Source: an optimization exercise on an open RTL-to-GDS flow (aim: small area). Production flows keep margins and buffers that such runs may drop.
In this exercise RTL edits were held to simulation tests only and were not proved equivalent to the original.
No activity file was given, so power comes from the tool's default toggle rates.

## cpu_top
module cpu_top (
    input  logic        clk,
    input  logic        rst_n,
    input  logic [15:0] i_imem_data,
    input  logic [15:0] i_dmem_rdata,
    output logic [10:0] o_imem_addr,
    output logic [10:0] o_dmem_addr,
    output logic        o_dmem_we,
    output logic [15:0] o_dmem_wdata,
    output logic        o_io_stall
);
export LEC_CHECK = 0
export ABC_AREA = 1
export CAP_MARGIN = 10
export CORE_MARGIN = 2
export CORE_UTILIZATION = 65
export GPL_TIMING_DRIVEN = 0
export SLEW_MARGIN = 10
create_clock -name core_clock -period 5.5 [get_ports {clk}]
standard.sh (not shown) runs the stock make flow with config.mk's settings and CLKGATE_MAP_FILE= SYNTH_SCRIPT=/design/flow/synth_recipe.tcl, a recipe that flattens the netlist after the stock synthesis.
==> flow/flow/run.sh <==
#!/bin/bash
# Layout flow: ORFS through the standard.sh, with
#  - synthesis mapping combinational logic with the ABC script in
#    flow/abc_area.script (ORFS's synthesis is otherwise unchanged: same
#    yosys passes, same flip-flop mapping and register names),
#  - the make variables listed in flow/extra.txt (one NAME=VALUE per line).
# Each tool's full output stays in orfs/logs; make's output is in standard.log.
set -euo pipefail
cp -r "$FLOW_HOME/scripts" scripts_own
cp flow/abc_area.script scripts_own/abc_area.script
args=("SCRIPTS_DIR=$PWD/scripts_own")
if [[ -f flow/extra.txt ]]; then
  while IFS= read -r line; do
    [[ -z "$line" || "$line" == \#* ]] && continue
    args+=("$line")
  done < flow/extra.txt
fi
printf '%s\n' "${args[@]}" > make_args.log
bash standard.sh finish "${args[@]}" > standard.log 2>&1
==> flow/flow/abc_area.script <==
strash
dc2
&get -n
&st
&dch
&nf -R 1000
&put
topo
==> flow/flow/extra.txt <==
BUFFER_PORTS_ARGS=-buffer_cell sky130_fd_sc_hd__buf_1
CTS_ARGS=-sink_clustering_enable -repair_clock_nets -dont_use_dummy_load -sink_clustering_size 22 -sink_clustering_max_diameter 200 -buf_list {sky130_fd_sc_hd__clkbuf_8 sky130_fd_sc_hd__clkbuf_16}
==> next run, changes <==
==> flow/flow/extra.txt (replaced) <==
BUFFER_PORTS_ARGS=-buffer_cell sky130_fd_sc_hd__buf_1
CTS_ARGS=-sink_clustering_enable -repair_clock_nets -dont_use_dummy_load -sink_clustering_size 27 -sink_clustering_max_diameter 200 -buf_list {sky130_fd_sc_hd__clkbuf_8 sky130_fd_sc_hd__clkbuf_16}
- CORE_UTILIZATION: 65 -> 55
=> Via count came out lower by 2.0%. Non-clock buffer count goes down by 7. Cell area came out lower by 0.35%. Total power decreases by 1.4%. Combinational power is about the same.
==> next run, changes <==
==> flow/flow/abc_area.script (replaced) <==
strash
&get -n
&st
&dch
&nf
&put
topo
==> flow/flow/extra.txt (replaced) <==
BUFFER_PORTS_ARGS=-buffer_cell sky130_fd_sc_hd__buf_1
CTS_ARGS=-sink_clustering_enable -repair_clock_nets -dont_use_dummy_load -sink_clustering_size 22 -sink_clustering_max_diameter 200 -buf_list {sky130_fd_sc_hd__clkbuf_8 sky130_fd_sc_hd__clkbuf_16}
Result: The new run produced a clean layout. Via count came out higher by 1.0%. Core utilization rose by 1.5 points. Sequential share of layout area decreases by 1.7 points. Setup slack gets worse by 110 ps.
==> next run, changes <==
==> flow/flow/abc_area.script (replaced) <==
strash
dc2
&get -n
&st
&dch
&nf -R 1000
&put
topo
==> flow/flow/extra.txt (replaced) <==
BUFFER_PORTS_ARGS=-buffer_cell sky130_fd_sc_hd__buf_1
CTS_ARGS=-sink_clustering_enable -repair_clock_nets -dont_use_dummy_load -sink_clustering_size 27 -sink_clustering_max_diameter 200 -buf_list {sky130_fd_sc_hd__clkbuf_8 sky130_fd_sc_hd__clkbuf_16}
- GPL_TIMING_DRIVEN: 0 -> 1
- PLACE_DENSITY: not set -> 0.75
Register-to-register slack is better by 170 ps.
Maximum frequency climbs by a few percent.
Final cell count drops by a few percent.
Total power drops by a few percent.
Combinational power drops by roughly a tenth.
Global-route usage climbs by 0.89 points.
==> next run, changes <==
==> flow/flow/abc_area.script (replaced) <==
strash
&get -n
&st
&dch
&nf
&put
topo
==> flow/flow/extra.txt (replaced) <==
BUFFER_PORTS_ARGS=-buffer_cell sky130_fd_sc_hd__buf_1
CTS_ARGS=-sink_clustering_enable -repair_clock_nets -dont_use_dummy_load -sink_clustering_size 22 -sink_clustering_max_diameter 200 -buf_list {sky130_fd_sc_hd__clkbuf_8 sky130_fd_sc_hd__clkbuf_16}
- CAP_MARGIN: 10 -> 0
- GPL_TIMING_DRIVEN: 1 -> 0
- PLACE_DENSITY: 0.75 -> not set
- SLEW_MARGIN: 10 -> 0
Effect:
- cell area climbs by 5.8%
- worst setup slack is worse by 81 ps
- clock-buffer cell count rises by 3
- fmax falls by 1.6%
- total power rises by 6.4%
- core utilization is higher by 2.8 points
- synthesized area is higher by 2.7%
- worst hold slack loses 11 ps
- wire length rises by 2.8%
==> next run, changes <==
==> flow/flow/abc_area.script (replaced) <==
strash
dc2
&get -n
&st
&dch
&nf -R 1000
&put
topo
==> flow/flow/extra.txt (replaced) <==
BUFFER_PORTS_ARGS=-buffer_cell sky130_fd_sc_hd__buf_1
CTS_ARGS=-sink_clustering_enable -repair_clock_nets -dont_use_dummy_load -sink_clustering_size 16 -sink_clustering_max_diameter 150 -buf_list {sky130_fd_sc_hd__clkbuf_8}
- CAP_MARGIN: 0 -> 10
- GPL_TIMING_DRIVEN: 0 -> 1
- PLACE_DENSITY: not set -> 0.85
- SLEW_MARGIN: 0 -> 10
Result: Register-to-register slack improves by 96 ps. Via count grows slightly. Routed wire length shrinks by a few percent. Core utilization shrinks by 3.0 points. Total power shrinks by a few percent. Cell count shrinks by a few percent. Worst setup slack improves by 96 ps. Non-clock buffer count shrinks by 2. Sequential power grows by a few percent. Synthesized area shrinks by a few percent. Design area shrinks by a few percent.


Starting RTL as in the previous note.
clock: 5.5 ns
lec_check: 0
abc_area: 1
cap_margin: 10
core_margin: 2
core_utilization: 55
gpl_timing_driven: 0
slew_margin: 10
==> flow/flow/abc_area.script <==
strash
dc2
&get -n
&st
&dch
&nf -R 1000
&put
topo
==> flow/flow/extra.txt <==
BUFFER_PORTS_ARGS=-buffer_cell sky130_fd_sc_hd__buf_1
CTS_ARGS=-sink_clustering_enable -repair_clock_nets -dont_use_dummy_load -sink_clustering_size 22 -sink_clustering_max_diameter 200 -buf_list {sky130_fd_sc_hd__clkbuf_8 sky130_fd_sc_hd__clkbuf_16}
Scripts as last shown in full above: flow/flow/run.sh
The first run finished clean.
==> next run, changes <==
GPL_ROUTABILITY_DRIVEN = 0   (was default)
The new run finished clean; non-clock buffer count stays the same; synthesized cell count stays the same; power does not change; cell area is unchanged; global-route usage stays the same; hold slack does not change; flip-flop and latch count does not change; routed wire length stays the same; final cell count stays the same; via count is unchanged.
==> next run, changes <==
GPL_ROUTABILITY_DRIVEN = default   (was 0)
PLACE_DENSITY = 0.75   (was default)
Effect: Clock power stays flat; via count went up by 2.8%; clock skew went up by 0.016 ns.
==> next run, changes <==
==> flow/flow/extra.txt (replaced) <==
BUFFER_PORTS_ARGS=-buffer_cell sky130_fd_sc_hd__buf_1
CTS_ARGS=-sink_clustering_enable -repair_clock_nets -dont_use_dummy_load -sink_clustering_size 27 -sink_clustering_max_diameter 200 -buf_list {sky130_fd_sc_hd__clkbuf_8 sky130_fd_sc_hd__clkbuf_16}
GPL_TIMING_DRIVEN = 1   (was 0)
PLACE_DENSITY = default   (was 0.75)
Setup slack gains 0.28 ns.
Cell count increases by about 0.5%.
Synthesized area does not change.
Sequential share of layout area climbs by 0.83 points.
Hold slack hardly moves.

static timing again, ports no longer ideal:
No port has a modelled driver above. Below, the same layouts with a new extraction and two added sets of constraints.
Step 1 assumes that a clkbuf_16 drives the clock port and a buf_2 every other input.
Step 2 times the ports against the registers' clock, not the clock port: input delays grow and output delays shrink by t, the midpoint of the rising clock arrivals with the driver on.
a / b / c = ideal ports / drivers / drivers and shift; a / b = the first two.
run | t, ns | setup WS [ns] | worst setup path at the end | slew at the worst register clock pin (ns) | cell pins on the clock port's net
the first run of note 1 | 0.544 | 0.337 / 0.360 / -0.185 | input to register | 0.10 / 0.10 | 1
the second run of note 1 | 0.534 | 0.312 / 0.312 / -0.090 | input to register | 0.11 / 0.11 | 1
the third run of note 1 | 0.557 | 0.203 / 0.203 / -0.148 | input to register | 0.10 / 0.10 | 1
the fourth run of note 1 | 0.530 | 0.378 / 0.378 / 0.178 | input to register | 0.11 / 0.11 | 1
the fifth run of note 1 | 0.546 | 0.297 / 0.297 / -0.203 | input to register | 0.10 / 0.10 | 1
the sixth run of note 1 | 0.573 | 0.393 / 0.393 / 0.252 | input to register | 0.11 / 0.11 | 1
the first run of note 2 | 0.544 | 0.380 / 0.380 / -0.087 | input to register | 0.10 / 0.10 | 1
the second run of note 2 | 0.544 | 0.380 / 0.380 / -0.087 | input to register | 0.10 / 0.10 | 1
the third run of note 2 | 0.544 | 0.260 / 0.278 / -0.267 | input to register | 0.09 / 0.09 | 1
the fourth run of note 2 | 0.546 | 0.544 / 0.544 / 0.264 | input to register | 0.11 / 0.11 | 1
With both steps, setup timing fails in 7 of these runs, where it was met with ideal ports. For the third run of note 2, which loses most, drivers alone change the setup slack by +0.018 ns; drivers and shift together by -0.527 ns.
